From an optimization exercise on the open Yosys and OpenROAD flow, aimed at small area; shortcuts taken in it are not production practice. The RTL was checked by simulation tests, not by an equivalence proof against the original design. Power is estimated from default activity; no workload was simulated. The clock port is modelled as an ideal driver; clocking choices that lean on that would not hold on a real chip.

## flow/config.mk

```make
export PLATFORM = sky130hd
export DESIGN_NAME = niuCpu
export DESIGN_NICKNAME = niuCpu
export VERILOG_FILES = /design/flow/design.v
export SDC_FILE = /design/flow/constraint.sdc
export NUM_CORES = 4
export LEC_CHECK = 0
export CAP_MARGIN = 20
export CORE_MARGIN = 2
export CORE_UTILIZATION = 40
export SLEW_MARGIN = 20
```

## flow/constraint.sdc

```tcl
create_clock -name core_clock -period 14.0 [get_ports {clk}]
set_input_delay 2.8000 -clock core_clock [delete_from_list [all_inputs] [get_ports {clk}]]
set_output_delay 2.8000 -clock core_clock [all_outputs]
set_load 0.01 [all_outputs]
```

## flow/design.v

```verilog
`timescale 1ns/100ps
module niuCpu (
    input  logic        clk,
    input  logic        reset,
    output logic [31:0] fetchAddr,
    output logic        fetchStrobe,
    input  logic [31:0] fetchData,
    output logic [31:0] dataAddr,
    output logic [31:0] dataWdata,
    output logic        dataWrite,
    input  logic [31:0] dataRdata,
    output logic        halted
);
    logic [4:0] cnt;
    logic [1:0] pass;
    logic       clr;
    logic       halt;
    wire c0  = (cnt == 5'd0);
    wire c31 = (cnt == 5'd31);
    wire run = ~clr & ~halt;
    wire p0  = (pass == 2'd0);
    wire p1  = (pass == 2'd1);
    wire p2  = (pass == 2'd2);
    logic [31:0] ir;
    wire  [4:0]  op  = ir[31:27];
    wire  [4:0]  rx  = ir[26:22];
    wire  [4:0]  ry  = ir[21:17];
    wire  [4:0]  rz  = ir[16:12];
    wire isR   = (op == 5'd0);
    wire isI   = (op == 5'd1) | (op == 5'd2) | (op == 5'd5) | (op == 5'd6) | (op == 5'd7) |
                 (op[4:2] == 3'b010);
    wire isALU = isR | isI;
    wire isLW  = (op == 5'd16);
    wire isSW  = (op == 5'd19);
    wire isBR  = (op[4:2] == 3'b110);
    wire isJAL = (op == 5'd31);
    wire undef = ~(isALU | isLW | isSW | isBR | isJAL);
    wire [4:0] fn = isR ? ir[4:0] : op;
    wire fSub  = isALU & (fn == 5'd0);
    wire fAdd  = isALU & (fn == 5'd1);
    wire fMul  = isALU & (fn == 5'd2);
    wire fNot  = isALU & (fn == 5'd4);
    wire fAnd  = isALU & (fn == 5'd5);
    wire fOr   = isALU & (fn == 5'd6);
    wire fXor  = isALU & (fn == 5'd7);
    wire fShl  = isALU & (fn[4:1] == 4'b0100);
    wire fShr  = isALU & (fn[4:1] == 4'b0101);
    wire fSh   = fShl | fShr;
    wire arith = fn[0];
    wire fCmp  = isALU & (fn[4:2] == 3'b100);
    wire fLong = fMul | fSh | fCmp;      
    wire lastIs2 = fShr | isSW;
    wire lastIs1 = fMul | fShl | fCmp | isBR | isJAL | isLW;
    wire last = lastIs2 ? p2 : (lastIs1 ? p1 : p0);
    assign fetchStrobe = c31 & ((clr & p1) | (run & last));
    always_ff @(posedge clk) begin
        if (fetchStrobe) ir <= fetchData;
    end
    always_ff @(posedge clk or posedge reset) begin
        if (reset) begin
            cnt  <= 5'd0;
            pass <= 2'd0;
            clr  <= 1'b1;
            halt <= 1'b0;
        end else begin
            cnt <= cnt + 5'd1;
            if (c31) begin
                if (clr) begin
                    pass <= p1 ? 2'd0 : 2'd1;
                    if (p1) clr <= 1'b0;
                end else if (run) begin
                    pass <= last ? 2'd0 : pass + 2'd1;
                end
            end
            if (run & p0 & c0 & undef) halt <= 1'b1;
        end
    end
    assign halted = halt;
    logic [31:0] rf [32];
    logic [31:0] head;
    logic        wen;
    logic        wbit;
    wire  [4:0]  wsel = isR ? rz : ry;
    genvar r;
    generate
        for (r = 0; r < 32; r++) begin : g_rf
            wire we = clr | (wen & (wsel == r));
            always_ff @(posedge clk) begin
                rf[r] <= {we ? (wbit & ~clr) : rf[r][0], rf[r][31:1]};
            end
            assign head[r] = rf[r][0];
        end
    endgenerate
    wire xbit = head[rx];
    wire ybit = head[ry];
    wire immb = ir[(cnt > 5'd16) ? 5'd16 : cnt];
    wire bbit = (isR | isBR) ? ybit : immb;
    logic cy, ne, lt;
    wire  sub = fSub | fCmp | isBR;
    wire  bb  = bbit ^ sub;
    wire  cin = c0 ? sub : cy;
    wire  sum = xbit ^ bb ^ cin;
    wire  cout = (xbit & bb) | (xbit & cin) | (bb & cin);
    always_ff @(posedge clk) begin
        cy <= cout;
        if (p0) begin
            ne <= (c0 ? 1'b0 : ne) | (xbit ^ bbit);
            if (c31) lt <= (xbit ^ bbit) ? xbit : sum;
        end
    end
    wire [1:0] cc = isBR ? op[1:0] : ir[1:0];
    logic flag;
    always_comb begin
        case (cc)
            2'd0: flag = ~ne;
            2'd1: flag = ne;
            2'd2: flag = lt;
            default: flag = lt | ~ne;
        endcase
    end
    logic simple;
    always_comb begin
        simple = 1'b0;
        if (fAdd | fSub) simple = sum;
        else if (fNot) simple = ~xbit;
        else if (fAnd) simple = xbit & bbit;
        else if (fOr)  simple = xbit | bbit;
        else if (fXor) simple = xbit ^ bbit;
    end
    logic [4:0] t;
    logic       neg1, ovf, seen;
    wire  tbit = bbit ^ (fShr & ~c0 & neg1);
    always_ff @(posedge clk) begin
        if (p0) begin
            if (cnt < 5'd5) t <= {tbit, t[4:1]};
            neg1 <= (c0 ? 1'b0 : neg1) | bbit;
            ovf  <= (c0 ? 1'b0 : ovf) | (bbit & (cnt >= 5'd5));
        end
    end
    wire tp2 = fShr & (t == 5'd0);
    wire hit = run & fSh & ~ovf & (cnt == t) & (tp2 ? p2 : p1);
    always_ff @(posedge clk) seen <= ~p0 & (seen | hit);
    logic [31:0] A;
    wire aEn = run & ((p0 & (fMul | fSh | isLW | isSW | isJAL)) | (p1 & isJAL));
    wire aIn = (isLW | isSW) ? sum : xbit;
    always_ff @(posedge clk) begin
        if (aEn) A <= {aIn, A[31:1]};
    end
    assign dataAddr = A;
    logic [31:0] S, C;
    wire bj  = run & ((p1 & fMul & bbit) | hit);
    wire sIn = run & ((p1 & isSW) ? ybit : (fShr & arith & A[31] & (seen | ovf)));
    wire [31:0] pp = A & {32{bj}};
    wire [31:0] sUp = {sIn, S[31:1]};
    wire [31:0] sNew = pp ^ sUp ^ C;
    wire [31:0] cNew = (pp & sUp) | (pp & C) | (sUp & C);
    always_ff @(posedge clk) begin
        S <= sNew;
        C <= cNew;
    end
    wire prod = sNew[0];
    assign dataWdata = S;
    assign dataWrite = run & isSW & p2 & c0;
    logic [31:0] pc;
    logic        pcc, imd, pcd;
    wire taken = isBR & flag;
    wire pcAdd = run & ((p0 & (cnt == 5'd1)) | (p1 & taken & imd & ~c0 & ~c31));
    wire pcCin = c31 ? 1'b0 : pcc;
    wire pcSum = pc[0] ^ pcAdd ^ pcCin;
    wire jalPc = run & isJAL & (rx != ry) & ((p0 & c31) | (p1 & ~c31));
    wire pcIn  = clr ? 1'b0 : (jalPc ? A[1] : pcSum);
    always_ff @(posedge clk) begin
        pc  <= {pcIn, pc[31:1]};
        pcc <= pc[0] & (pcAdd | pcCin) | (pcAdd & pcCin);
        imd <= immb;
        pcd <= pc[0];
    end
    assign fetchAddr = pc;
    always_comb begin
        wen  = 1'b0;
        wbit = 1'b0;
        if (run) begin
            if (p0 & isALU & ~fLong) begin
                wen = 1'b1; wbit = simple;
            end else if (p1 & fCmp) begin
                wen = 1'b1; wbit = c0 & flag;
            end else if (p1 & (fMul | fShl)) begin
                wen = 1'b1; wbit = prod;
            end else if (p2 & fShr) begin
                wen = 1'b1; wbit = prod;
            end else if (p1 & isLW) begin
                wen = 1'b1; wbit = dataRdata[cnt];
            end else if (p1 & isJAL) begin
                wen = 1'b1; wbit = pcd;
            end
        end
    end
endmodule
```

## flow/run.sh

```bash
#!/bin/bash
# synth_recipe.tcl (not shown) runs the flow's synth.tcl, then flattens the netlist and writes it again
# the make line also repeats each setting of config.mk as NAME=value (left out here)
make -C /OpenROAD-flow-scripts/flow DESIGN_CONFIG=/design/flow/config.mk WORK_HOME=/design/flow/orfs CLKGATE_MAP_FILE= SYNTH_SCRIPT=/design/flow/synth_recipe.tcl finish
```

==> results of run 1 <==
==> power by group <==
part	internal, W	switching, W	total (W)
logic	0.0000181	0.00000794	0.0000260
clock network	0.00174	0.00122	0.00296
registers	0.00346	0.000000142	0.00346
total	0.00523	0.00123	0.00645
==> how the worst max path moves through the flow <==
stage	start	end	slack, ns	cells past startpoint
floorplan	ir[30]	fetchStrobe	6.66	7
global placement	ir[30]	fetchStrobe	7.37	9
detailed placement	ir[30]	fetchStrobe	7.41	9
CTS	ir[30]	fetchStrobe	6.69	9
global route	ir[30]	fetchStrobe	6.50	9
finish	ir[30]	fetchStrobe	6.77	9
==> through the flow <==
step,hold slack [ns],utilization,area [µm²]
after floorplan,0.3096,-,29170
after global placement,0.3097,0.4396,31910
after detailed placement,0.3121,0.4396,31910
after CTS,0.3086,0.4909,35630
after global routing,0.3159,0.4909,35630
final,0.3076,0.4909,35630
==> cells in the final DEF (no fill, tap or decap), types with 6 or more instances in the layout <==
cell,count
bufinv_16,8
clkbuf_1,21
dfrtp_1,8
nor4_1,6
ha_1,9
buf_4,10
nand3_1,13
dfxtp_1,1125
inv_1,22
mux2i_1,9
o21ai_0,25
nor2b_1,8
mux4_2,25
clkbuf_16,108
and3_1,38
mux2_2,32
nor3_1,13
edfxtp_1,73
clkdlybuf4s50_1,164
nor2_1,58
nand2_1,36
clkinv_2,13
fa_1,34
xor2_1,12
a21oi_1,43
clkbuf_8,31
o21ai_1,6
==> synth_stat cells (4+ instances only) <==
cell type  count
nand3_1       13
o211ai_1       4
a21oi_1       43
dfxtp_1     1125
fa_1          34
nor2b_1        8
nand2b_1       5
buf_4          4
buf_2          9
ha_1           9
nor4_1         6
mux2i_1        9
nand2_1       36
inv_1         22
edfxtp_1      73
o21ai_0       25
mux4_2        25
nand4b_1       4
clkbuf_1      22
nor2_1        59
buf_1          5
nor3_1        14
and3_1        38
o31ai_1        5
and2_1         5
or2_2          5
xor2_1        12
o21a_1         4
dfrtp_1        8
o21ai_1        6
a31oi_1        5
xnor2_1        4
a22oi_1        4
mux2_2        32
==> routing by layer <==
metal | wire, µm | vias up | global-route usage
li1 | - | 6306 | -
met1 | 23470 | 6345 | 0.1840
met2 | 22590 | 313 | 0.2102
met3 | 2393 | 99 | 0.03100
met4 | 1422 | 0 | 0.04848
met5 | 0 | - | 0
==> state kept, by name (all words and copies together) (netlist names) <==
name / flops
clr: 1
cnt: 5
pcd: 1
pcc: 1
ovf: 1
ne: 1
pc: 32
cy: 1
rf: 1024
pass: 2
lt: 1
ir: 32
C: 32
seen: 1
S: 32
neg1: 1
t: 5
imd: 1
A: 32
halt: 1
==> worst max-delay path, cell delays in order (launching register included) <==
cell	delay (ns)
edfxtp_1	0.64
or4b_4	0.65
o21a_1	0.28
a221oi_2	0.42
o2111a_1	0.21
a2111oi_0	0.06
buf_4	0.19
o31ai_4	0.22
buf_4	0.46
clkdlybuf4s50_1	0.63
==> layout make-up <==
class	count	share of cell area
flip-flops and latches	1207	0.6999
multi-input cells	471	0.1115
clock buffers	160	0.09003
repair buffers	174	0.04818
well taps	959	0.03367
clock inverters	38	0.01440
inverters	22	0.002317
==> cell families (layout without fill, tap and decap cells) <==
family          Yosys count  in the layout  synth area share
fa+ha+maj                43             43           0.02720
xor+xnor                 16             16          0.004805
compound gates          137            137           0.03127
simple gates            205            205           0.03582
mux                      70             70           0.03638
buf+inv                  65            394          0.009395
flops                  1207           1207            0.8551
==> summary.md, run 1 <==
| Metric | Value |
|---|---|
| Outcome | timing/DRC/antenna clean |
| Clock Tree Buf Depth | 3 |
| Crit end category | output port |
| Hold path cells | 0 |
| Critical Path AT | 4.43 ns |
| Die Y | 274.0 µm |
| Register area | 0.02494 mm² |
| Max IR drop VDD | 0.1428 mV |
| Synthesized area per cell | 16.73 µm² |
| Footprint of the multi-input gates | 0.003973 mm² |
| Die span in x | 274.0 µm |
| Fmax | 138.3 MHz |
| Routed length per instance | 16.45 µm |
| Placed insts | 2833 |
| R2R Path End | rf[4][31] |
| Hold Path End | rf[9][14] |
| Worst-skew pair later-pin latency | 0.67 ns |
| Share of cells above drive strength 1 | 0.1264 |
| Core area | 0.07259 mm² |
| Ports | 165 |
| Routability congestion estimate from global placement | 0.8197 |
| Total of max-cap violations | 0 |
| Setup ws final | 6.768 ns |
| Non-Filler Instances | 3031 |
| Post-layout nets | 2092 |
| Flops & latches, synth | 1207 |
| Post-CTS Setup Bufs | 0 |
| Largest net degree at the start of global routing | 43 |
| # rows | 99 |
| Post-Route Setup TNS | 0 ns |
| Number of global-route vias before repair | 13330 |
| Unrepaired setup endpoints after global routing | no |
| Routed vias | 13060 |
| Final count of hold timing violations | 0 |
| Synth area leader | dfxtp_1 |
| Worst Hold Class | reg -> reg |
| Global-route wire length before repair | 77220 µm |
| Root Buffer | clkbuf_16 |
| Placement Setup Slack | 7.409 ns |
| Cts bufs inserted | 107 |
| Worst Setup Path Type | reg -> out |
| Top cell type's share of synthesized area | 0.7722 |
| H-tree depth | 3 |
| Max-slew violation count | 0 |
| Cts repair resizes | 0 |
| Total power | 0.006454 W |
| Drt first pass iters | 5 |
| Top cells by area, synth | dfxtp_1 77%, edfxtp_1 7.5%, fa_1 2.3% |
| Post-synth EDFFs | 73 |
| CTS clk-pin slew, worst paths | 0.06 ns |
| HP Start | rf[9][15] |
| Mapped cell area | 0.02917 mm² |
| Cts hold-fix bufs | 0 |
| R2r worst-path depth | 16 |
| Initial antenna violation count | 5 |
| Input/output buffers | 164 |
| Crit path launch type | flop |
| Seq/Total Area, Yosys | 0.8551 |
| Clk_skew | 0.04367 ns |
| Synth warn | 2 |
| Slew @ Worst Pin | 0.8586 ns |
| Ys async rst share | 0.007457 |
| Clock Sinks | 1207 |
| Iteration-0 DRC count of the detailed router | 571 |
| Main flop type after synthesis | dfxtp_1 |
| Pwr dens | 181.1 mW/mm² |
| Largest fanout on the critical path | 33 |
| Initial Util | 0.4018 |
| Dpl hpwl | 31870 µm |
| GRT Util Overall | 0.1347 |
| Synth-to-Final Area Change | 22.17% |
| Worst slew margin | 0.4276 |
| Fillers | 6139 |
| Final period util | 0.5166 |
| Drt via density | 4.310 |
| # DRC | 0 |
| Netlist cell types | 73 |
| Total wire length | 49880 µm |
| Final Critical Period | 7.232 ns |
| # diodes | 0 |
| R2r setup slk | 8.94 ns |
| Synth Net Count | 1852 |
| P_leak | 14.08 nW |
| Total grt overflow | 0 |
| Crit Reg-Reg Startpoint | cnt[0] |
| Post-route ant nets | 0 |
| WP data required | 11.20 ns |
| TritonCTS clock tree | yes |
| Cell count after synthesis | 1743 |
| Setup Viol. Count Final | 0 |
| Die ar. | 0.07509 mm² |
==> inputs of run 2 (changes only) <==
==> flow/flow/run.sh (new file) <==
#!/bin/bash
# Standard layout, with port buffers of the smallest buffer cell and a clock tree
# built from fewer, larger clusters without dummy loads.
set -euo pipefail
export BUFFER_PORTS_ARGS="-buffer_cell sky130_fd_sc_hd__buf_1"
export CTS_ARGS="-sink_clustering_enable -repair_clock_nets -dont_use_dummy_load -buf_list sky130_fd_sc_hd__clkbuf_16 -sink_clustering_size 30 -sink_clustering_max_diameter 80"
bash standard.sh > standard_flow.log 2>&1
==> flow/standard.sh (new file) <==
#!/bin/bash
# synth_recipe.tcl (not shown) runs the flow's synth.tcl, then flattens the netlist and writes it again
# the make line also repeats each setting of config.mk as NAME=value (left out here)
make -C /OpenROAD-flow-scripts/flow DESIGN_CONFIG=/design/flow/config.mk WORK_HOME=/design/flow/orfs CLKGATE_MAP_FILE= SYNTH_SCRIPT=/design/flow/synth_recipe.tcl "${@:-finish}"
removed: flow/run.sh
==> summary.md, run 2 <==
| Metric | Value |
|---|---|
| Global-route wire length before repair | 72550 µm (-6.0%) |
| Synthesized area per cell | 16.73 µm² (unchanged) |
| Cts hold-fix bufs | 0 (unchanged) |
| Max IR drop VDD | 0.1266 mV (-11%) |
| Clk_skew | 0.1071 ns (+0.06344 ns) |
| Number of global-route vias before repair | 12450 (-6.6%) |
| Total grt overflow | 0 (unchanged) |
| Die Y | 274.0 µm (unchanged) |
| Design Area, Final | 0.03212 mm² (-9.9%) |
| Top post-synthesis cells by count | 1125 x dfxtp_1, 73 x edfxtp_1, 59 x nor2_1 |
| Worst Hold Class | reg -> reg |
| Iteration-0 DRC count of the detailed router | 674 (+18%) |
| Post-CTS Setup Bufs | 0 (unchanged) |
| Ys async rst share | 0.007457 (unchanged) |
| Crit end category | output port |
| Top reg by flops | rf |
| CTS clk-pin slew, worst paths | 0.11 ns (+0.05 ns) |
| Synth Net Count | 1852 (unchanged) |
| Die ar. | 0.07509 mm² (unchanged) |
| WP data required | 11.20 ns (about the same) |
| GRT Util Overall | 0.1253 (-0.009413) |
| Post-Route Setup TNS | 0 ns (unchanged) |
| Slowest-stage cell, CP | a2111oi_1 |
| Top cell type's share of synthesized area | 0.7722 (unchanged) |
| DP Area | 0.03086 mm² (-3.3%) |
| Top cells by area, synth | dfxtp_1 77%, edfxtp_1 7.5%, fa_1 2.3% |
| Cell count after synthesis | 1743 (unchanged) |
| Most frequent cells in the layout | 1125 x dfxtp_1, 164 x buf_1, 73 x edfxtp_1, 58 x nor2_1, 50 x clkbuf_16 |
| Cts bufs inserted | 50 (-53%) |
| Hold_ws | 0.2638 ns (-0.04382 ns) |
| # DRC | 0 (unchanged) |
| Final Util | 0.4425 (-0.04842) |
| Outcome | timing/DRC/antenna clean |
| Unrepaired setup endpoints after global routing | no |
| Clock Sinks | 1207 (unchanged) |
| Final Critical Period | 6.611 ns (-0.6214 ns) |
| CP Cell Sequence | or4b_4 -> o21a_1 -> a221oi_2 -> o211ai_1 -> a2111oi_1 -> o31ai_4 -> buf_1 |
| Final period util | 0.4722 (-0.04439) |
| Synth-to-Final Area Change | 10.12% |
| Fmax | 151.3 MHz (+9.4%) |
| Slew @ Worst Pin | 0.9955 ns (+0.1369 ns) |
| Ports | 165 (unchanged) |
| Core area | 0.07259 mm² (unchanged) |
| Total of max-cap violations | 0 (unchanged) |
| Largest fanout on the critical path | 17 (-48%) |
| Initial antenna violation count | 7 (+2) |
| Critical Path AT | 3.81 ns (-0.62 ns) |
| Clock Tree Buf Depth | 3 (unchanged) |
| Largest net degree at the start of global routing | 43 (unchanged) |
| Share of cells above drive strength 1 | 0.06976 (-0.05669) |
| Crit path launch type | flop |
| Setup Viol. Count Final | 0 (unchanged) |
| Synth warn | 2 (unchanged) |
| Mapped cell area | 0.02917 mm² (unchanged) |
| Synth area leader | dfxtp_1 |
| Fillers | 6458 (+5.2%) |
| Netlist cell types | 73 (unchanged) |
| H-tree depth | 2 (-1) |
| Routed length per instance | 16.29 µm (-1.0%) |
| Drt via density | 4.344 (+0.80%) |
| Total wire length | 46920 µm (-5.9%) |
| Worst Setup Path Type | reg -> out |
| Final count of hold timing violations | 0 (unchanged) |
| Flops & latches, synth | 1207 (unchanged) |
| Dpl hpwl | 30960 µm (-2.9%) |
| Routed vias | 12520 (-4.2%) |
| Routability congestion estimate from global placement | 0.8076 (-1.5%) |
| Worst-skew pair later-pin latency | 0.64 ns (-0.03 ns) |
| Die span in x | 274.0 µm (unchanged) |
| P_leak | 12.42 nW (-12%) |
| Commonest non-fill, non-tap cell in the layout | dfxtp_1 |
| Root Buffer | clkbuf_16 |
| TritonCTS clock tree | yes |
| Main flop type after synthesis | dfxtp_1 |
| Max incr delay on CP | 0.75 ns (+0.10 ns) |
| Pwr dens | 157.2 mW/mm² (-13%) |
| Dominant cell by count in the synthesized netlist | dfxtp_1 |
| Initial Util | 0.4018 (unchanged) |
| # rows | 99 (unchanged) |
| Post-layout nets | 2032 (-2.9%) |
| Input/output buffers | 164 (unchanged) |
| Total power | 0.005049 W (-22%) |
| Worst slew margin | 0.3363 (-0.09125) |
| Drt first pass iters | 5 (unchanged) |
| Post-route ant nets | 0 (unchanged) |
| Max-slew violation count | 0 (unchanged) |
| Seq/Total Area, Yosys | 0.8551 (unchanged) |
| Number of flip-flops in the largest register | 1024 (unchanged) |
| Post-synth EDFFs | 73 (unchanged) |
| Cts repair resizes | 0 (unchanged) |
-- run 2: worst paths after layout --
check | from | to | slack, ns | cells after the start
min in group asynchronous | reset | pass[1] | 2.14 | 2
max in group asynchronous | reset | clr | 11.51 | 2
worst max-delay path | ir[30] | fetchStrobe | 7.39 | 7
worst min register to register | rf[12][15] | rf[12][14] | 0.26 | 0
worst max register to register | cnt[0] | rf[8][31] | 8.08 | 15
worst min-delay path | rf[12][15] | rf[12][14] | 0.26 | 0
-- run 2: area by class of cell --
class | instances | area, µm² | area share
inverter | 22 | 82.58 | 0.002571
tap | 959 | 1200 | 0.03736
timing repair buffer | 171 | 668.1 | 0.02080
clock buffer | 50 | 1251 | 0.03896
sequential | 1207 | 24940 | 0.7765
antenna | 1 | 2.502 | 0.00007791
multi-input combinational | 471 | 3974 | 0.1237
-- run 2: metrics by stage --
stage	cells	setup WS (ns)
CTS	2880	7.362
finish	2881	7.389
global route	2880	7.167
floorplan	1743	6.664
detailed placement	2830	8.061
global placement	2830	7.703
-- run 2: kinds of logic after synthesis --
group	synth area share
xor gates and xnor gates	0.004805
buffers and inverters	0.009395
muxes	0.03638
and+or+nand+nor	0.03582
adders and majority gates	0.02720
AOI/OAI and AO/OA	0.03127
DFF	0.8551
-- run 2: layer usage --
layer,up-vias,global-route usage,routed length (µm)
met4,0,0.04548,1527
li1,6085,-,-
met5,-,0,0
met3,91,0.02163,2030
met2,264,0.1913,20440
met1,6076,0.1793,22920
-- run 2: critical path, delay by kind of cell (launching register included) --
family | cells | cell delay, ns
buffers and inverters | 1 | 0.16
and+or+nand+nor | 1 | 0.65
AOI/OAI and AO/OA | 5 | 1.73
DFF | 1 | 0.65
-- run 2: report_power, final --
part           switching, W  internal (W)
clock              0.000934      0.000640
combinational    0.00000681    0.00000614
sequential      0.000000138       0.00346
==> inputs of run 3 (changes only) <==
--- a/flow/config.mk
+++ b/flow/config.mk
@@ -8,4 +8,4 @@
 export CAP_MARGIN = 20
 export CORE_MARGIN = 2
-export CORE_UTILIZATION = 40
+export CORE_UTILIZATION = 65
 export SLEW_MARGIN = 20
==> summary.md, run 3 <==
| Metric | Value |
|---|---|
| Crit end category | output port |
| Netlist cell types | 73 (unchanged) |
| HP Start | rf[9][23] |
| CTS clk-pin slew, worst paths | 0.10 ns (about the same) |
| Routed length per instance | 20.23 µm (+24%) |
| Ports | 165 (unchanged) |
| Worst-skew pair later-pin latency | 0.62 ns (-0.02 ns) |
| Final count of hold timing violations | 0 (unchanged) |
| Post-synth EDFFs | 73 (unchanged) |
| Hold path cells | 0 (unchanged) |
| Die Y | 215.8 µm (-21%) |
| Number of global-route vias before repair | 13310 (+6.9%) |
| Critical Path AT | 3.92 ns (+0.11 ns) |
| Synth Net Count | 1852 (unchanged) |
| Top reg by flops | rf |
| Total wire length | 50850 µm (+8.4%) |
| R2R Path End | rf[21][31] |
| Final Critical Period | 6.719 ns (+0.1079 ns) |
| Total grt overflow | 0 (unchanged) |
| Most frequent cells in the layout | 1125 x dfxtp_1, 164 x buf_1, 73 x edfxtp_1, 58 x nor2_1, 47 x clkbuf_16 |
| Dpl hpwl | 30520 µm (-1.4%) |
| Post-Route Setup TNS | 0 ns (unchanged) |
| Top cells by area, synth | dfxtp_1 77%, edfxtp_1 7.5%, fa_1 2.3% |
| Initial Util | 0.6595 (+0.2577) |
| # DRC | 0 (unchanged) |
| Outcome | timing/DRC/antenna clean |
| Clock Tree Buf Depth | 3 (unchanged) |
| H-tree depth | 2 (unchanged) |
| Initial antenna violation count | 1 (-6) |
| Synth Area in Simple Gates | 0.03582 (unchanged) |
| Cell count after synthesis | 1743 (unchanged) |
| GRT Util Overall | 0.2239 (+0.09856) |
| Number of flip-flops in the largest register | 1024 (unchanged) |
| Pwr dens | 158.8 mW/mm² (+1.0%) |
| TritonCTS clock tree | yes |
| Fmax | 148.8 MHz (-1.6%) |
| Final period util | 0.4799 (+0.007706) |
| Routability congestion estimate from global placement | 0.8319 (+3.0%) |
| Iteration-0 DRC count of the detailed router | 859 (+27%) |
| Largest fanout on the critical path | 17 (unchanged) |
| Post-layout nets | 2030 (-0.098%) |
| WP data required | 11.20 ns (about the same) |
| Top post-synthesis cells by count | 1125 x dfxtp_1, 73 x edfxtp_1, 59 x nor2_1 |
| Register area | 0.02494 mm² (unchanged) |
| Worst Hold Class | reg -> reg |
| Synth-to-Final Area Change | 8.331% |
| Drt first pass iters | 5 (unchanged) |
| Input/output buffers | 164 (unchanged) |
| Flops & latches, synth | 1207 (unchanged) |
| Ys async rst share | 0.007457 (unchanged) |
| Worst slew margin | 0.3444 (+0.008038) |
| Worst Setup Path Type | reg -> out |
| Share of cells above drive strength 1 | 0.06879 (-0.0009695) |
| Die span in x | 215.8 µm (-21%) |
| Xor/xnor share of the synthesized area | 0.004805 (unchanged) |
| R2r setup slk | 8.90 ns (+0.82 ns) |
| Fillers | 2642 (-59%) |
| Footprint of the multi-input gates | 0.003973 mm² (about the same) |
| Setup Viol. Count Final | 0 (unchanged) |
| Crit Reg-Reg Startpoint | cnt[0] |
| Routed vias | 12740 (+1.8%) |
| Main flop type after synthesis | dfxtp_1 |
| Hold Path End | rf[9][22] |
| Drt via density | 5.068 (+17%) |
| Max IR drop VDD | 0.1975 mV (+56%) |
| Top cell type's share of synthesized area | 0.7722 (unchanged) |
| Cts repair resizes | 0 (unchanged) |
| Synth Area in Compound Gates | 0.03127 (unchanged) |
| Dominant cell by count in the synthesized netlist | dfxtp_1 |
| Post-CTS Setup Bufs | 0 (unchanged) |
| Mapped cell area | 0.02917 mm² (unchanged) |
| Clk_skew | 0.09971 ns (-0.007399 ns) |
| Cts hold-fix bufs | 0 (unchanged) |
| Synth warn | 2 (unchanged) |
| Hold_ws | 0.2588 ns (-0.005026 ns) |
| Slew @ Worst Pin | 0.9586 ns (-0.03685 ns) |
| Multiplexer area fraction after synthesis | 0.03638 (unchanged) |
| # rows | 77 (-22%) |
| Post-route ant nets | 0 (unchanged) |
| Cts bufs inserted | 47 (-6.0%) |
| R2r worst-path depth | 15 (unchanged) |
| Clock Sinks | 1207 (unchanged) |
| Largest net degree at the start of global routing | 43 (unchanged) |
| Commonest non-fill, non-tap cell in the layout | dfxtp_1 |
| Synthesized area per cell | 16.73 µm² (unchanged) |
| Seq/Total Area, Yosys | 0.8551 (unchanged) |
| Total of max-cap violations | 0 (unchanged) |
| Synth area leader | dfxtp_1 |
| Max-slew violation count | 0 (unchanged) |
| Crit path launch type | flop |
| Die ar. | 0.04658 mm² (-38%) |
| Largest family of logic cells by synthesized area | multiplexers |
| Core area | 0.04422 mm² (-39%) |
| P_leak | 12.38 nW (-0.26%) |
| Global-route wire length before repair | 78580 µm (+8.3%) |
| Root Buffer | clkbuf_16 |
| Unrepaired setup endpoints after global routing | no |
| Post-synthesis adder-cell area fraction | 0.02720 (unchanged) |
## run 3: worst max-delay path by stage
stage                      start     endpoint  slack [ns]  depth (start not counted)
final                     ir[30]  fetchStrobe        7.28                          7
after global routing      ir[30]  fetchStrobe        7.00                          7
after detailed placement  ir[30]  fetchStrobe        7.91                          7
after global placement    ir[30]  fetchStrobe        7.81                          7
after CTS                 ir[30]  fetchStrobe        7.27                          7
after floorplan           ir[30]  fetchStrobe        6.66                          7
## run 3: cell type report
| type | count | area share |
|---|---|---|
| diodes | 3 | 0.0002376 |
| clock buffers | 47 | 0.03722 |
| inverters | 22 | 0.002614 |
| multi-input cells | 471 | 0.1257 |
| flip-flops and latches | 1207 | 0.7894 |
| well taps | 592 | 0.02344 |
| repair buffers | 172 | 0.02138 |
## run 3: worst max-delay path: stages, from the launching register on
cell and delay, ns:
edfxtp_1 0.63, or4b_4 0.65, o21a_1 0.28, a221oi_2 0.43, o211ai_1 0.12, a2111oi_0 0.89, o31ai_4 0.16, buf_1 0.18
## run 3: logic make-up after synthesis
family	after synthesis
muxes	70
DFF	1207
buffers and inverters	65
and+or+nand+nor	205
AOI/OAI and AO/OA	137
adders and majority gates	43
xor gates and xnor gates	16
## run 3: routing by layer
metal	track usage	share of wire
met5	0	0
met4	0.06920	0.024
met3	0.03143	0.035
met2	0.3745	0.49
met1	0.3071	0.45
## run 3: metrics by stage
step	total power, W	area [µm²]	setup WS [ns]	cells	utilization
2_1_floorplan	0.003545	29170	6.664	1743	-
3_3_place_gp	0.003554	30410	7.806	2464	0.6877
3_5_place_dp	0.003554	30410	7.914	2464	0.6877
4_1_cts	0.005060	31590	7.266	2511	0.7143
5_1_grt	0.005163	31590	6.998	2511	0.7143
6_report	0.005018	31600	7.281	2514	0.7145
## run 3: where the power goes
part,switching [W],internal [W]
registers,0.000000135,0.00346
logic,0.00000659,0.00000615
clock network,0.000936,0.000606
total,0.000943,0.00407
==> inputs of run 4 (changes only) <==
--- a/flow/design.v
+++ b/flow/design.v
@@ -148,17 +148,39 @@
     end
     assign dataAddr = A;
-    logic [31:0] S, C;
+    logic [14:0] pLo;
+    logic [31:16] pUp;
+    logic        k, bjd, x0;
     wire bj  = run & ((p1 & fMul & bbit) | hit);
     wire sIn = run & ((p1 & isSW) ? ybit : (fShr & arith & A[31] & (seen | ovf)));
-    wire [31:0] pp = A & {32{bj}};
-    wire [31:0] sUp = {sIn, S[31:1]};
-    wire [31:0] sNew = pp ^ sUp ^ C;
-    wire [31:0] cNew = (pp & sUp) | (pp & C) | (sUp & C);
-    always_ff @(posedge clk) begin
-        S <= sNew;
-        C <= cNew;
-    end
-    wire prod = sNew[0];
-    assign dataWdata = S;
+    wire [31:0] pp = {A[31:16] & {16{bjd}}, A[15:0] & {16{bj}}};
+    logic [32:16] cu;
+    logic [31:16] su;
+    assign cu[16] = k;
+    genvar m;
+    generate
+        for (m = 16; m < 32; m++) begin : g_up
+            assign su[m] = pUp[m] ^ pp[m] ^ cu[m];
+            assign cu[m+1] = (pUp[m] & pp[m]) | (pUp[m] & cu[m]) | (pp[m] & cu[m]);
+        end
+    endgenerate
+    wire [15:0] pin = {su[16], pLo};
+    logic [16:0] cl;
+    logic [15:0] sl;
+    assign cl[0] = 1'b0;
+    generate
+        for (m = 0; m < 16; m++) begin : g_lo
+            assign sl[m] = pin[m] ^ pp[m] ^ cl[m];
+            assign cl[m+1] = (pin[m] & pp[m]) | (pin[m] & cl[m]) | (pp[m] & cl[m]);
+        end
+    endgenerate
+    always_ff @(posedge clk) begin
+        pLo <= sl[15:1];
+        pUp <= {cu[32] | sIn, su[31:17]};
+        k   <= cl[16];
+        bjd <= bj;
+        x0  <= sl[0];
+    end
+    wire prod = sl[0];
+    assign dataWdata = {pUp, pLo, x0};
     assign dataWrite = run & isSW & p2 & c0;
     logic [31:0] pc;
--- a/flow/flow/run.sh
+++ b/flow/flow/run.sh
@@ -1,5 +1,7 @@
 #!/bin/bash
-# Standard layout, with port buffers of the smallest buffer cell and a clock tree
-# built from fewer, larger clusters without dummy loads.
+# Standard layout (the standard.sh), with two changes: the port buffers
+# are the smallest buffer cell, and the clock tree uses clusters of up to 30
+# flip-flops on clkbuf_16 buffers, without dummy loads. The whole output of the flow
+# goes to standard_flow.log; ORFS keeps each tool's log under orfs/logs/.
 set -euo pipefail
 export BUFFER_PORTS_ARGS="-buffer_cell sky130_fd_sc_hd__buf_1"
--- a/flow/config.mk
+++ b/flow/config.mk
@@ -8,4 +8,4 @@
 export CAP_MARGIN = 20
 export CORE_MARGIN = 2
-export CORE_UTILIZATION = 65
+export CORE_UTILIZATION = 70
 export SLEW_MARGIN = 20
==> summary.md, run 4 <==
| Metric | Value |
|---|---|
| Outcome | timing/DRC/antenna clean |
| CP top delay family | adder cells |
| Final Critical Period | 10.20 ns (+3.484 ns) |
| GRT Util Overall | 0.2727 (+0.04887) |
| Total grt overflow | 0 (unchanged) |
| Main flop type after synthesis | dfxtp_1 |
| Routed length per instance | 23.49 µm (+16%) |
| Synth-to-Final Area Change | 8.006% |
| Routability congestion estimate from global placement | 0.8763 (+5.3%) |
| Dpl hpwl | 33570 µm (+10%) |
| Synthesized area per cell | 16.46 µm² (-1.6%) |
| Drt first pass iters | 8 (+3) |
| Initial Util | 0.7080 (+0.04850) |
| Die span in x | 207.2 µm (-4.0%) |
| Final period util | 0.7287 (+0.2488) |
| Input/output buffers | 164 (unchanged) |
| Post-route ant nets | 0 (unchanged) |
| Netlist cell types | 71 (-2.7%) |
| H-tree depth | 2 (unchanged) |
| Clk_skew | 0.1055 ns (+0.005757 ns) |
| Cts bufs inserted | 47 (unchanged) |
| CP Depth | 25 (+18) |
| DP Area | 0.03002 mm² (-1.3%) |
| Clock Sinks | 1177 (-2.5%) |
| Slowest-stage cell, CP | dfrtp_1 |
| Placement Setup Slack | 3.588 ns (-4.326 ns) |
| Initial antenna violation count | 0 (-1) |
| Max incr delay on CP | 0.68 ns (-0.21 ns) |
| Worst Hold Class | reg -> reg |
| Crit path launch type | flop |
| Pwr dens | 158.2 mW/mm² (-0.41%) |
| Number of flip-flops in the largest register | 1024 (unchanged) |
| Cts hold-fix bufs | 0 (unchanged) |
| Commonest non-fill, non-tap cell in the layout | dfxtp_1 |
| Total wire length | 57610 µm (+13%) |
| Buf+Inv Stages, Crit Path | 1 (unchanged) |
| # DRC | 0 (unchanged) |
| TritonCTS clock tree | yes |
| Die ar. | 0.04294 mm² (-7.8%) |
| WP data required | 14.53 ns (+3.33 ns) |
| Setup ws final | 3.798 ns (-3.484 ns) |
| Worst slew margin | 0.3449 (+0.0005630) |
| Post-CTS Setup Bufs | 0 (unchanged) |
| Share of cells above drive strength 1 | 0.05466 (-0.01413) |
| Crit Reg-Reg Startpoint | cnt[1] |
| Unrepaired setup endpoints after global routing | no |
| Largest fanout on the critical path | 22 (+5) |
| Most frequent cells in the layout | 1095 x dfxtp_1, 164 x buf_1, 73 x edfxtp_1, 61 x inv_1, 47 x clkbuf_16 |
| Fmax | 98.02 MHz (-34%) |
| Post-Route Setup TNS | 0 ns (unchanged) |
| # rows | 74 (-3.9%) |
| Iteration-0 DRC count of the detailed router | 1266 (+47%) |
| Ports | 165 (unchanged) |
| Ys async rst share | 0.007647 (+0.0001901) |
| Max-slew violation count | 0 (unchanged) |
| Most frequent CP cell | fa_1 |
| Number of global-route vias before repair | 14240 (+6.9%) |
| Clock Tree Buf Depth | 3 (unchanged) |
| Post-synth EDFFs | 73 (unchanged) |
| Total of max-cap violations | 0 (unchanged) |
| R2r setup slk | 3.80 ns (-5.10 ns) |
| Top cell type's share of synthesized area | 0.7582 (-0.01396) |
| Top post-synthesis cells by count | 1095 x dfxtp_1, 73 x edfxtp_1, 61 x inv_1 |
| Crit end category | flop |
| Synth warn | 2 (unchanged) |
| # diodes | 0 (-3) |
| Routed vias | 13560 (+6.4%) |
| Core area | 0.04083 mm² (-7.7%) |
| Dominant cell by count in the synthesized netlist | dfxtp_1 |
| R2r worst-path depth | 25 (+10) |
| Drt via density | 5.528 (+9.1%) |
| Synth area leader | dfxtp_1 |
| Worst-skew pair later-pin latency | 0.63 ns (about the same) |
| Final count of hold timing violations | 0 (unchanged) |
| Cts repair resizes | 0 (unchanged) |
| Worst Setup Path Type | reg -> reg |
| Critical Path AT | 10.73 ns (+6.81 ns) |
| Die Y | 207.2 µm (-4.0%) |
| CTS clk-pin slew, worst paths | 0.11 ns (about the same) |
| Seq/Total Area, Yosys | 0.8419 (-0.01322) |
| Hold path cells | 0 (unchanged) |
| Setup Viol. Count Final | 0 (unchanged) |
| CP startpoint | cnt[1] |
| Cell count after synthesis | 1756 (+0.75%) |
| Slew @ Worst Pin | 0.9790 ns (+0.02033 ns) |
| Root Buffer | clkbuf_16 |
| Hold Path End | rf[17][24] |
| Total power | 0.004939 W (-1.6%) |
| P_leak | 12.33 nW (-0.40%) |
| Max IR drop VDD | 0.1725 mV (-13%) |
| R2R Path End | pLo[14] |
| Synth Net Count | 1865 (+0.70%) |
| HP Start | rf[17][25] |
| Design Area, Final | 0.03122 mm² (-1.2%) |
| Top cells by area, synth | dfxtp_1 76%, edfxtp_1 7.6%, fa_1 2.3% |
| Largest net degree at the start of global routing | 73 (+70%) |
| Global-route wire length before repair | 88960 µm (+13%) |
| Top reg by flops | rf |
| Post-layout nets | 2032 (+0.099%) |
| Flops & latches, synth | 1177 (-2.5%) |
| Mapped cell area | 0.02891 mm² (-0.88%) |
-- run 4: cell types whose count changed in the layout (fill, tap and decap cells not counted), sizes merged, moves of 16 or more --
cell    previous run  this run
a311o              0        32
inv               22        61
a21boi             2        18
and2               5        23
dfxtp           1125      1095
mux2              35         4
nor2              59        36
a21oi             43        10
o31ai              5        38
a31oi              5        47
and3              38         8
-- run 4: worst max-delay path by stage --
stage	endpoint	slack, ns
floorplan	pLo[14]	4.77
global route	pLo[14]	3.37
CTS	pLo[14]	3.55
finish	pLo[14]	3.80
global placement	pLo[14]	3.85
detailed placement	pLo[14]	3.59
-- run 4: cell families (layout without fill, tap and decap cells) --
kind of cell / after synthesis / after routing / share of synthesized area
flip-flops: 1177 / 1177 / 0.8419
AO/OA/AOI/OAI: 209 / 209 / 0.05574
AND/OR/NAND/NOR: 154 / 154 / 0.02830
buffers and inverters: 118 / 283 / 0.01753
adder cells (fa/ha/maj): 43 / 43 / 0.02718
multiplexers: 39 / 39 / 0.02450
XOR/XNOR: 16 / 16 / 0.004847
-- run 4: report_power, final --
group / internal (W) / switching (W) / leakage (nW)
registers: 0.00338 / 0.000000448 / 9.64
clock network: 0.000606 / 0.000939 / 0.579
logic: 0.00000672 / 0.00000833 / 2.12
-- run 4: cell type report --
class                   instances  area [µm²]
clock buffers                  47        1176
fillers                      2088        9607
inverters                      61       229.0
multi-input cells             461        4095
flip-flops and latches       1177       24340
well taps                     532       665.6
repair buffers                175       718.2
-- run 4: routing by layer --
metal	vias up	wire [µm]	global-route usage
met3	120	3833	0.05431
met4	0	1716	0.08153
met5	-	0	0
met1	6650	22920	0.3527
li1	6174	-	-
met2	615	29140	0.4700
-- run 4: per-stage QoR --
step	util	std cells	hold WS (ns)
after floorplan	-	1756	0.3096
after global placement	0.7352	2405	0.3099
after detailed placement	0.7352	2405	0.3121
after CTS	0.7640	2452	0.2865
after global routing	0.7647	2453	0.2929
final	0.7647	2453	0.2833
-- run 4: worst register-to-register path, stage by stage (launching register included) --
cell	delay, ns
dfrtp_1	0.68
inv_1	0.19
ha_1	0.20
or3b_1	0.42
a211oi_1	0.29
o31ai_1	0.15
a221oi_2	0.36
a311oi_2	0.11
o2111ai_2	0.66
a21boi_0	0.22
ha_1	0.26
fa_1	0.43
fa_1	0.43
fa_1	0.43
fa_1	0.43
fa_1	0.43
fa_1	0.43
fa_1	0.44
fa_1	0.44
fa_1	0.45
fa_1	0.43
fa_1	0.43
fa_1	0.44
fa_1	0.44
fa_1	0.43
fa_1	0.54
==> inputs of run 5 (changes only) <==
--- a/flow/design.v
+++ b/flow/design.v
@@ -13,5 +13,6 @@
 );
     logic [4:0] cnt;
-    logic [1:0] pass;
+    logic       pass;    
+    logic       fin;     
     logic       clr;
     logic       halt;
@@ -19,8 +20,7 @@
     wire c31 = (cnt == 5'd31);
     wire run = ~clr & ~halt;
-    wire p0  = (pass == 2'd0);
-    wire p1  = (pass == 2'd1);
-    wire p2  = (pass == 2'd2);
-    logic [31:0] ir;
+    wire p0  = ~fin & ~pass;
+    wire p1  = ~fin & pass;
+    wire [31:0] ir = fetchData;
     wire  [4:0]  op  = ir[31:27];
     wire  [4:0]  rx  = ir[26:22];
@@ -50,15 +50,13 @@
     wire fCmp  = isALU & (fn[4:2] == 3'b100);
     wire fLong = fMul | fSh | fCmp;      
-    wire lastIs2 = fShr | isSW;
-    wire lastIs1 = fMul | fShl | fCmp | isBR | isJAL | isLW;
-    wire last = lastIs2 ? p2 : (lastIs1 ? p1 : p0);
-    assign fetchStrobe = c31 & ((clr & p1) | (run & last));
-    always_ff @(posedge clk) begin
-        if (fetchStrobe) ir <= fetchData;
-    end
+    wire [4:0] wsel = isR ? rz : ry;
+    wire two  = fLong | isLW | isBR;
+    wire lastWork = two ? p1 : p0;
+    assign fetchStrobe = run & p0 & c0;
     always_ff @(posedge clk or posedge reset) begin
         if (reset) begin
             cnt  <= 5'd0;
-            pass <= 2'd0;
+            pass <= 1'b0;
+            fin  <= 1'b0;
             clr  <= 1'b1;
             halt <= 1'b0;
@@ -67,23 +65,45 @@
             if (c31) begin
                 if (clr) begin
-                    pass <= p1 ? 2'd0 : 2'd1;
-                    if (p1) clr <= 1'b0;
+                    clr <= 1'b0;
                 end else if (run) begin
-                    pass <= last ? 2'd0 : pass + 2'd1;
+                    if (fin) begin
+                        fin  <= 1'b0;
+                        pass <= 1'b0;
+                    end else if (lastWork) begin
+                        fin <= 1'b1;
+                    end else begin
+                        pass <= 1'b1;
+                    end
                 end
             end
-            if (run & p0 & c0 & undef) halt <= 1'b1;
+            if (fetchStrobe & undef) halt <= 1'b1;
         end
     end
     assign halted = halt;
+    logic [2:0] mode;
+    logic [4:0] mRd;
+    wire taken;
+    always_ff @(posedge clk) begin
+        if (~fin) begin
+            mode <= fShr  ? {2'b10, arith} :
+                    isJAL ? {2'b01, (rx != ry)} :
+                            {2'b00, isBR & taken};
+            mRd  <= wsel;
+        end
+    end
+    wire mSHR = mode[2];
+    wire mArith = mode[2] & mode[0];
+    wire mLink = ~mode[2] & mode[1];
+    wire mJump = ~mode[2] & mode[1] & mode[0];
+    wire mBrT = ~mode[2] & ~mode[1] & mode[0];
     logic [31:0] rf [32];
     logic [31:0] head;
     logic        wen;
     logic        wbit;
-    wire  [4:0]  wsel = isR ? rz : ry;
+    wire  [4:0]  wdst = fin ? mRd : wsel;
     genvar r;
     generate
         for (r = 0; r < 32; r++) begin : g_rf
-            wire we = clr | (wen & (wsel == r));
+            wire we = clr | (wen & (wdst == r));
             always_ff @(posedge clk) begin
                 rf[r] <= {we ? (wbit & ~clr) : rf[r][0], rf[r][31:1]};
@@ -138,10 +158,12 @@
         end
     end
-    wire tp2 = fShr & (t == 5'd0);
-    wire hit = run & fSh & ~ovf & (cnt == t) & (tp2 ? p2 : p1);
+    wire t0  = (t == 5'd0);
+    wire hit = run & ~ovf & (cnt == t) &
+               ((p1 & fSh & ~(fShr & t0)) | (fin & mSHR & t0));
     always_ff @(posedge clk) seen <= ~p0 & (seen | hit);
     logic [31:0] A;
-    wire aEn = run & ((p0 & (fMul | fSh | isLW | isSW | isJAL)) | (p1 & isJAL));
-    wire aIn = (isLW | isSW) ? sum : xbit;
+    wire aEn = run & ((p0 & (fMul | fSh | isLW | isSW | isJAL | isBR)) |
+                      (fin & (mJump | (mBrT & (cnt >= 5'd2)))));
+    wire aIn = (isLW | isSW) ? sum : (isBR ? immb : xbit);
     always_ff @(posedge clk) begin
         if (aEn) A <= {aIn, A[31:1]};
@@ -152,5 +174,6 @@
     logic        k, bjd, x0;
     wire bj  = run & ((p1 & fMul & bbit) | hit);
-    wire sIn = run & ((p1 & isSW) ? ybit : (fShr & arith & A[31] & (seen | ovf)));
+    wire sIn = run & ((p0 & isSW) ? ybit :
+                      ((p1 & fShr & arith) | (fin & mArith)) & A[31] & (seen | ovf));
     wire [31:0] pp = {A[31:16] & {16{bjd}}, A[15:0] & {16{bj}}};
     logic [32:16] cu;
@@ -183,18 +206,15 @@
     wire prod = sl[0];
     assign dataWdata = {pUp, pLo, x0};
-    assign dataWrite = run & isSW & p2 & c0;
+    assign dataWrite = run & fin & c0 & isSW;
     logic [31:0] pc;
-    logic        pcc, imd, pcd;
-    wire taken = isBR & flag;
-    wire pcAdd = run & ((p0 & (cnt == 5'd1)) | (p1 & taken & imd & ~c0 & ~c31));
-    wire pcCin = c31 ? 1'b0 : pcc;
+    logic        pcc;
+    assign taken = flag;
+    wire pcAdd = mBrT & A[0] & (cnt >= 5'd2);
+    wire pcCin = c0 ? 1'b0 : ((cnt == 5'd2) | pcc);
     wire pcSum = pc[0] ^ pcAdd ^ pcCin;
-    wire jalPc = run & isJAL & (rx != ry) & ((p0 & c31) | (p1 & ~c31));
-    wire pcIn  = clr ? 1'b0 : (jalPc ? A[1] : pcSum);
-    always_ff @(posedge clk) begin
-        pc  <= {pcIn, pc[31:1]};
+    wire pcIn  = clr ? 1'b0 : (mJump ? A[0] : pcSum);
+    always_ff @(posedge clk) begin
+        if (clr | (run & fin)) pc <= {pcIn, pc[31:1]};
         pcc <= pc[0] & (pcAdd | pcCin) | (pcAdd & pcCin);
-        imd <= immb;
-        pcd <= pc[0];
     end
     assign fetchAddr = pc;
@@ -203,5 +223,11 @@
         wbit = 1'b0;
         if (run) begin
-            if (p0 & isALU & ~fLong) begin
+            if (fin) begin
+                if (mSHR) begin
+                    wen = 1'b1; wbit = prod;
+                end else if (mLink) begin
+                    wen = 1'b1; wbit = pcSum;
+                end
+            end else if (p0 & isALU & ~fLong) begin
                 wen = 1'b1; wbit = simple;
             end else if (p1 & fCmp) begin
@@ -209,10 +235,6 @@
             end else if (p1 & (fMul | fShl)) begin
                 wen = 1'b1; wbit = prod;
-            end else if (p2 & fShr) begin
-                wen = 1'b1; wbit = prod;
             end else if (p1 & isLW) begin
                 wen = 1'b1; wbit = dataRdata[cnt];
-            end else if (p1 & isJAL) begin
-                wen = 1'b1; wbit = pcd;
             end
         end
--- a/flow/flow/run.sh
+++ b/flow/flow/run.sh
@@ -6,4 +6,4 @@
 set -euo pipefail
 export BUFFER_PORTS_ARGS="-buffer_cell sky130_fd_sc_hd__buf_1"
-export CTS_ARGS="-sink_clustering_enable -repair_clock_nets -dont_use_dummy_load -buf_list sky130_fd_sc_hd__clkbuf_16 -sink_clustering_size 30 -sink_clustering_max_diameter 80"
+export CTS_ARGS="-sink_clustering_enable -repair_clock_nets -dont_use_dummy_load -root_buf sky130_fd_sc_hd__clkbuf_16 -tree_buf sky130_fd_sc_hd__clkbuf_16 -buf_list sky130_fd_sc_hd__clkbuf_8 -sink_clustering_size 20 -sink_clustering_max_diameter 50"
 bash standard.sh > standard_flow.log 2>&1
==> summary.md, run 5 <==
| Metric | Value |
|---|---|
| Global-route wire length before repair | 84590 µm (-4.9%) |
| Drt first pass iters | 7 (-1) |
| Cts bufs inserted | 71 (+51%) |
| Ys async rst share | 0.007819 (+0.0001727) |
| HP Start | rf[25][30] |
| Design Area, Final | 0.03034 mm² (-2.8%) |
| Cts hold-fix bufs | 0 (unchanged) |
| Clock Tree Buf Depth | 3 (unchanged) |
| # rows | 73 (-1.4%) |
| Top post-synthesis cells by count | 1066 x dfxtp_1, 76 x edfxtp_1, 62 x nor2_1 |
| Mapped cell area | 0.02811 mm² (-2.8%) |
| Setup Viol. Count Final | 0 (unchanged) |
| Commonest non-fill, non-tap cell in the layout | dfxtp_1 |
| Ports | 165 (unchanged) |
| Post-CTS Setup Bufs | 0 (unchanged) |
| Seq/Total Area, Yosys | 0.8485 (+0.006573) |
| Top reg by flops | rf |
| Crit Reg-Reg Startpoint | cnt[0] |
| Final Util | 0.7654 (about the same) |
| TritonCTS clock tree | yes |
| Iteration-0 DRC count of the detailed router | 1194 (-5.7%) |
| Initial antenna violation count | 5 (+5) |
| Max-slew violation count | 0 (unchanged) |
| CP Depth | 24 (-4.0%) |
| Total grt overflow | 0 (unchanged) |
| Top cells by area, synth | dfxtp_1 76%, edfxtp_1 8.1%, fa_1 2.4% |
| Post-route ant nets | 0 (unchanged) |
| Synthesized area per cell | 16.54 µm² (+0.49%) |
| Unrepaired setup endpoints after global routing | no |
| Final Critical Period | 12.10 ns (+1.893 ns) |
| Largest net degree at the start of global routing | 38 (-48%) |
| R2r setup slk | 3.30 ns (-0.50 ns) |
| Post-layout nets | 2010 (-1.1%) |
| Most frequent cells in the layout | 1066 x dfxtp_1, 164 x buf_1, 76 x edfxtp_1, 62 x nor2_1, 62 x clkbuf_8 |
| Netlist cell types | 81 (+14%) |
| Share of cells above drive strength 1 | 0.06362 (+0.008958) |
| Synth-to-Final Area Change | 7.941% (about the same) |
| DR top layer | met5 |
| CP startpoint | fetchData[17] |
| WL met1 | 22710 µm (-0.91%) |
| Largest fanout on the critical path | 17 (-23%) |
| Cts repair resizes | 0 (unchanged) |
| Final count of hold timing violations | 0 (unchanged) |
| Post-synth EDFFs | 76 (+4.1%) |
| DR WL met3 | 3347 µm (-13%) |
| Number of global-route vias before repair | 13860 (-2.6%) |
| Worst slew margin | 0.2400 (-0.1049) |
| Initial Util | 0.7091 (+0.001043) |
| Dominant cell by count in the synthesized netlist | dfxtp_1 |
| CP Cell Sequence | buf_1 -> mux4_2 -> mux4_2 -> mux2i_1 -> a21oi_1 -> a31o_2 -> a41oi_4 -> nor3b_1 -> ha_1 -> fa_1 -> fa_1 -> fa_1 -> fa_1 -> fa_1 -> fa_1 -> fa_1 -> fa_1 -> fa_1 -> fa_1 -> fa_1 -> fa_1 -> fa_1 -> fa_1 -> fa_1 |
| Main flop type after synthesis | dfxtp_1 |
| # DRC | 0 (unchanged) |
| R2R Path End | pLo[14] |
| Met2 WL post-DR | 27600 µm (-5.3%) |
| Fmax | 82.67 MHz (-16%) |
| H-tree depth | 3 (+1) |
| Core area | 0.03964 mm² (-2.9%) |
| R2r worst-path depth | 26 (+4.0%) |
| Dpl hpwl | 35380 µm (+5.4%) |
| Die Y | 204.4 µm (-1.4%) |
| Flops & latches, synth | 1151 (-2.2%) |
| Synth Net Count | 1805 (-3.2%) |
| Slew @ Worst Pin | 1.136 ns (+0.1568 ns) |
| Hold_ws | 0.2809 ns (-0.002374 ns) |
| Worst Setup Path Type | in -> reg |
| Max IR drop VDD | 0.1357 mV (-21%) |
| Placement Setup Slack | 1.294 ns (-2.294 ns) |
| GRT Util Overall | 0.2766 (+0.003823) |
| Total wire length | 56520 µm (-1.9%) |
| Die span in x | 204.4 µm (-1.4%) |
| Crit path launch type | input port |
| Cell count after synthesis | 1699 (-3.2%) |
| Pwr dens | 158.3 mW/mm² (about the same) |
| Slowest-stage cell, CP | buf_1 |
| Drt via density | 5.429 (-1.8%) |
| Clk_skew | 0.06418 ns (-0.04129 ns) |
| Input/output buffers | 164 (unchanged) |
| Max incr delay on CP | 0.58 ns (-0.10 ns) |
| CP top delay family | adder cells |
| Top cell type's share of synthesized area | 0.7592 (+0.0009809) |
| Total of max-cap violations | 0 (unchanged) |
| Root Buffer | clkbuf_16 |
| Setup ws final | 1.904 ns (-1.893 ns) |
| Outcome | timing/DRC/antenna clean |
| Clock Sinks | 1151 (-2.2%) |
| Buf+Inv Stages, Crit Path | 1 (unchanged) |
| Crit end category | flop |
| Routed vias | 13210 (-2.6%) |
| Post-Route Setup TNS | 0 ns (unchanged) |
| Synth warn | 2 (unchanged) |
| Worst-skew pair later-pin latency | 0.60 ns (-0.03 ns) |
| Synth area leader | dfxtp_1 |
| Worst setup path endpoint | pLo[14] |
| DP Area | 0.02922 mm² (-2.7%) |
| Final period util | 0.8640 (+0.1352) |
| Worst Hold Class | reg -> reg |
| Routability congestion estimate from global placement | 0.8658 (-1.2%) |
| Regs by FF count | rf x1024, A x32, pc x32 |
| Routed length per instance | 23.23 µm (-1.1%) |
| WP data required | 14.47 ns (-0.06 ns) |
| P_leak | 11.65 nW (-5.6%) |
| Die ar. | 0.04177 mm² (-2.7%) |
| Critical Path AT | 12.56 ns (+1.83 ns) |
| Number of flip-flops in the largest register | 1024 (unchanged) |
| CTS clk-pin slew, worst paths | 0.11 ns (about the same) |
| Most frequent CP cell | fa_1 |
==> run 5: final cells by class <==
| cell class | instances | area (µm²) |
|---|---|---|
| tap | 525 | 656.9 |
| antenna | 6 | 15.01 |
| timing repair buffer | 169 | 673.1 |
| multi-input combinational | 490 | 3989 |
| sequential | 1151 | 23850 |
| fill | 2013 | 9300 |
| inverter | 21 | 78.83 |
| clock buffer | 71 | 1079 |
==> run 5: report_power, final <==
part | internal, W | total (W) | switching, W
Clock | 0.000520 | 0.00144 | 0.000922
Sequential | 0.00330 | 0.00330 | 0.000000205
Combinational | 0.0000208 | 0.0000548 | 0.0000340
==> run 5: worst reg2reg max path, stage by stage (launching register included) <==
cell	delay, ns
dfrtp_1	0.93
inv_1	0.37
ha_1	0.31
nor3b_2	0.20
o21ai_2	0.29
mux2i_1	0.22
a211oi_1	0.10
o311a_1	0.39
a31o_2	0.34
a41oi_4	0.58
nor3b_1	0.14
ha_1	0.23
fa_1	0.42
fa_1	0.42
fa_1	0.43
fa_1	0.43
fa_1	0.42
fa_1	0.44
fa_1	0.43
fa_1	0.43
fa_1	0.44
fa_1	0.43
fa_1	0.43
fa_1	0.42
fa_1	0.44
fa_1	0.45
fa_1	0.49
==> run 5: per-stage QoR <==
stage               total power (W)  instances
global route               0.004922       2428
finish                     0.004802       2433
CTS                        0.004828       2426
global placement           0.003435       2355
floorplan                  0.003412       1699
detailed placement         0.003433       2355
==> run 5: how the worst min path moves through the flow <==
stage	slack, ns	end	cells past startpoint
2_1_floorplan	0.31	rf[0][0]	0
4_1_cts	0.28	rf[25][29]	0
5_1_grt	0.28	rf[17][22]	0
3_3_place_gp	0.31	rf[24][11]	0
6_report	0.28	rf[25][29]	0
3_5_place_dp	0.31	rf[12][28]	0
==> run 5: kinds of logic after synthesis <==
group,Yosys count,share of synthesized area
flops,1151,0.8485
simple gates,236,0.04398
compound gates,144,0.03851
buf+inv,58,0.01006
mux,54,0.02738
fa+ha+maj,40,0.02662
xor+xnor,16,0.004985
==> run 5: per-layer routing <==
metal | vias to the layer above | global-route usage
met1 | 6385 | 0.3501
met5 | - | 0.003571
met3 | 200 | 0.05246
li1 | 6014 | -
met2 | 605 | 0.4569
met4 | 4 | 0.1439
==> inputs of run 6 (changes only) <==
--- a/flow/flow/run.sh
+++ b/flow/flow/run.sh
@@ -6,4 +6,4 @@
 set -euo pipefail
 export BUFFER_PORTS_ARGS="-buffer_cell sky130_fd_sc_hd__buf_1"
-export CTS_ARGS="-sink_clustering_enable -repair_clock_nets -dont_use_dummy_load -root_buf sky130_fd_sc_hd__clkbuf_16 -tree_buf sky130_fd_sc_hd__clkbuf_16 -buf_list sky130_fd_sc_hd__clkbuf_8 -sink_clustering_size 20 -sink_clustering_max_diameter 50"
+export CTS_ARGS="-sink_clustering_enable -repair_clock_nets -dont_use_dummy_load -buf_list sky130_fd_sc_hd__clkbuf_16 -sink_clustering_size 30 -sink_clustering_max_diameter 80"
 bash standard.sh > standard_flow.log 2>&1
==> summary.md, run 6 <==
| Metric | Value |
|---|---|
| Outcome | timing/DRC/antenna clean |
| Cts repair resizes | 0 (unchanged) |
| Drt via density | 5.575 (+2.7%) |
| P_leak | 11.64 nW (about the same) |
| Initial antenna violation count | 12 (+7) |
| # rows | 73 (unchanged) |
| Input/output buffers | 164 (unchanged) |
| Routed length per instance | 24.56 µm (+5.7%) |
| Core area | 0.03964 mm² (unchanged) |
| Comb power frac | 0.011 (about the same) |
| Sequential share of power | 0.679 (-0.009) |
| Unrepaired setup endpoints after global routing | no |
| Commonest non-fill, non-tap cell in the layout | dfxtp_1 |
| GRT Util Overall | 0.2887 (+0.01210) |
| R2R Path End | pLo[14] |
| Clock Tree Buf Depth | 3 (unchanged) |
| Cell count after synthesis | 1699 (unchanged) |
| Placement Setup Slack | 1.294 ns (unchanged) |
| Hold path cells | 0 (unchanged) |
| Cts hold-fix bufs | 0 (unchanged) |
| Die ar. | 0.04177 mm² (unchanged) |
| Top reg by flops | rf |
| Top post-synthesis cells by count | 1066 x dfxtp_1, 76 x edfxtp_1, 62 x nor2_1 |
| Largest fanout on the critical path | 17 (unchanged) |
| Internal power | 0.003906 W (+1.6%) |
| Synth Net Count | 1805 (unchanged) |
| Final count of hold timing violations | 0 (unchanged) |
| Largest net degree at the start of global routing | 38 (unchanged) |
| Clk_skew | 0.1203 ns (+0.05608 ns) |
| Share of cells above drive strength 1 | 0.05117 (-0.01244) |
| Final period util | 0.8692 (+0.005185) |
| Main flop type after synthesis | dfxtp_1 |
| Crit end category | flop |
| Post-CTS Setup Bufs | 0 (unchanged) |
| Fmax | 82.18 MHz (-0.60%) |
| Worst Hold Class | reg -> reg |
| Post-route ant nets | 0 (unchanged) |
| Synth-to-Final Area Change | 8.119% |
| Worst-skew pair later-pin latency | 0.66 ns (+0.06 ns) |
| Sw Pwr | 0.0009567 W (about the same) |
| # DRC | 0 (unchanged) |
| HP Start | rf[1][10] |
| Design Area, Final | 0.03039 mm² (+0.17%) |
| Routed vias | 13420 (+1.6%) |
| Die span in x | 204.4 µm (unchanged) |
| Crit path launch type | input port |
| R2r worst-path depth | 26 (unchanged) |
| Dominant cell by count in the synthesized netlist | dfxtp_1 |
| Hold Path End | rf[1][9] |
| Worst Setup Path Type | in -> reg |
| Critical Path AT | 12.63 ns (+0.07 ns) |
| Sw Ratio | 0.1967 (-0.002487) |
| Most frequent cells in the layout | 1066 x dfxtp_1, 164 x buf_1, 76 x edfxtp_1, 61 x nor2_1, 45 x clkbuf_16 |
| Total wire length | 59110 µm (+4.6%) |
| Crit Reg-Reg Startpoint | cnt[0] |
| Number of flip-flops in the largest register | 1024 (unchanged) |
| Seq/Total Area, Yosys | 0.8485 (unchanged) |
| Post-Route Setup TNS | 0 ns (unchanged) |
| Die Y | 204.4 µm (unchanged) |
| H-tree depth | 2 (-1) |
| Number of global-route vias before repair | 13770 (-0.66%) |
| Setup Viol. Count Final | 0 (unchanged) |
| Clock Sinks | 1151 (unchanged) |
| Max-slew violation count | 0 (unchanged) |
| R2r setup slk | 3.31 ns (about the same) |
| Post-layout nets | 1984 (-1.3%) |
| Met2 WL post-DR | 28020 µm (+1.5%) |
| Synthesized area per cell | 16.54 µm² (unchanged) |
| DR WL met3 | 4639 µm (+39%) |
| Post-synth EDFFs | 76 (unchanged) |
| DP Area | 0.02922 mm² (unchanged) |
| Worst slew margin | 0.1924 (-0.04760) |
| Clk network pwr share | 0.309 (+0.009) |
| Routability congestion estimate from global placement | 0.8658 (unchanged) |
| Initial Util | 0.7091 (unchanged) |
| Regs by FF count | rf x1024, A x32, pc x32 |
| Cts bufs inserted | 45 (-37%) |
| Global-route wire length before repair | 88040 µm (+4.1%) |
| DR top layer | met5 |
| WL met1 | 23260 µm (+2.4%) |
| Netlist cell types | 81 (unchanged) |
| Top cell type's share of synthesized area | 0.7592 (unchanged) |
| Dpl hpwl | 35380 µm (unchanged) |
| TritonCTS clock tree | yes |
| Top cells by area, synth | dfxtp_1 76%, edfxtp_1 8.1%, fa_1 2.4% |
| Iteration-0 DRC count of the detailed router | 1519 (+27%) |
| Synth area leader | dfxtp_1 |
| Pwr dens | 160.0 mW/mm² (+1.1%) |
| CTS clk-pin slew, worst paths | 0.11 ns (about the same) |
| Ys async rst share | 0.007819 (unchanged) |
| Max IR drop VDD | 0.1558 mV (+15%) |
| Root Buffer | clkbuf_16 |
| Flops & latches, synth | 1151 (unchanged) |
| Ports | 165 (unchanged) |
| Setup ws final | 1.832 ns (-0.07259 ns) |
| Final Critical Period | 12.17 ns (+0.07259 ns) |
| WP data required | 14.46 ns (about the same) |
| Slew @ Worst Pin | 1.203 ns (+0.06751 ns) |
| Mapped cell area | 0.02811 mm² (unchanged) |
| Synth warn | 2 (unchanged) |
| Drt first pass iters | 6 (-1) |
| Total grt overflow | 0 (unchanged) |
| Total of max-cap violations | 0 (unchanged) |
run 6: changes by cell type in the layout (fill, tap and decap cells not counted):
cell	change
clkbuf_16	+36
clkbuf_8	-62
nor2_2	+1
nor2_1	-1
run 6: per-stage QoR:
step / hold slack [ns] / utilization / total power [W] / instances
after floorplan: 0.3096 / - / 0.003412 / 1699
after global placement: 0.3102 / 0.7371 / 0.003435 / 2355
after detailed placement: 0.3121 / 0.7371 / 0.003433 / 2355
after CTS: 0.2721 / 0.7655 / 0.004878 / 2400
after global routing: 0.2787 / 0.7665 / 0.004980 / 2404
final: 0.2698 / 0.7667 / 0.004863 / 2407
run 6: critical path, cell delays in order:
cell and delay (ns):
buf_1 0.58, mux4_2 0.62, mux4_2 0.50, mux2i_1 0.26, a21oi_1 0.08, a31o_2 0.31, a41oi_4 0.57, nor3b_1 0.13
ha_1 0.23, fa_1 0.42, fa_1 0.42, fa_1 0.43, fa_1 0.43, fa_1 0.42, fa_1 0.43, fa_1 0.45
fa_1 0.44, fa_1 0.44, fa_1 0.43, fa_1 0.44, fa_1 0.42, fa_1 0.44, fa_1 0.44, fa_1 0.48
run 6: layer usage:
| layer | track usage | vias up |
|---|---|---|
| met2 | 0.4639 | 718 |
| met3 | 0.06027 | 231 |
| met1 | 0.3767 | 6477 |
| li1 | - | 5982 |
| met4 | 0.1434 | 10 |
| met5 | 0 | - |
run 6: power by group through the flow:
| stage | logic, W | registers, W | clock network, W |
|---|---|---|---|
| after floorplan | 0.0000328 | 0.00338 | 0 |
| after global placement | 0.0000551 | 0.00338 | 0 |
| after detailed placement | 0.0000538 | 0.00338 | 0 |
| after CTS | 0.0000549 | 0.00330 | 0.00152 |
| after global routing | 0.0000600 | 0.00331 | 0.00161 |
| final | 0.0000556 | 0.00330 | 0.00150 |
run 6: cell families after synthesis:
group	synth area share
mux	0.02738
buf+inv	0.01006
xor+xnor	0.004985
flops	0.8485
fa+ha+maj	0.02662
simple gates	0.04398
compound gates	0.03851
run 6: cell type report:
class,instances,area (µm²)
Antenna cell,6,15.01
Clock buffer,45,1126
Fill cell,2033,9250
Inverter,21,78.83
Multi-Input combinational cell,490,3991
Sequential cell,1151,23850
Tap cell,525,656.9
Timing Repair Buffer,169,673.1
run 6: worst max path at each step:
| stage | from | endpoint | slack, ns | cells past startpoint |
|---|---|---|---|---|
| floorplan | fetchData[18] | pLo[14] | 2.56 | 24 |
| global placement | fetchData[17] | pLo[14] | 1.40 | 24 |
| detailed placement | fetchData[17] | pLo[14] | 1.29 | 24 |
| CTS | fetchData[17] | pLo[14] | 1.82 | 24 |
| global route | fetchData[17] | pLo[14] | 1.45 | 24 |
| finish | fetchData[17] | pLo[14] | 1.83 | 24 |

==> what the ideal ports hide <==
How much do the figures lean on ideal ports? The routed layouts below were timed once more, with nothing changed but the port constraints.
Step 1, drivers: a clkbuf_16 drives clk and a buf_2 each remaining input, both assumed.
Step 2 times the ports against the registers' clock, not the clock port: input delays grow and output delays shrink by t, the midpoint of the rising clock arrivals with the driver on.
Three values: no drivers, after step 1, after step 2; two values: the first two.
run | t, ns | slack for setup (ns) | clock arrival spread, ns | cell pins on the clock port's net
run 1 | 0.702 | 6.768 / 6.710 / 7.412 | 0.044 / 0.044 | 1
run 2 | 0.650 | 7.389 / 7.328 / 7.978 | 0.107 / 0.108 | 1
run 3 | 0.632 | 7.281 / 7.222 / 7.854 | 0.103 / 0.102 | 1
run 4 | 0.637 | 3.798 / 3.798 / 3.798 | 0.106 / 0.106 | 1
run 5 | 0.622 | 1.904 / 1.863 / 1.241 | 0.076 / 0.076 | 1
run 6 | 0.657 | 1.832 / 1.797 / 1.140 | 0.120 / 0.120 | 1
After both steps every run listed still meets setup and hold. For run 6, which loses most, drivers alone change the setup slack by -0.035 ns; drivers and shift together by -0.692 ns.
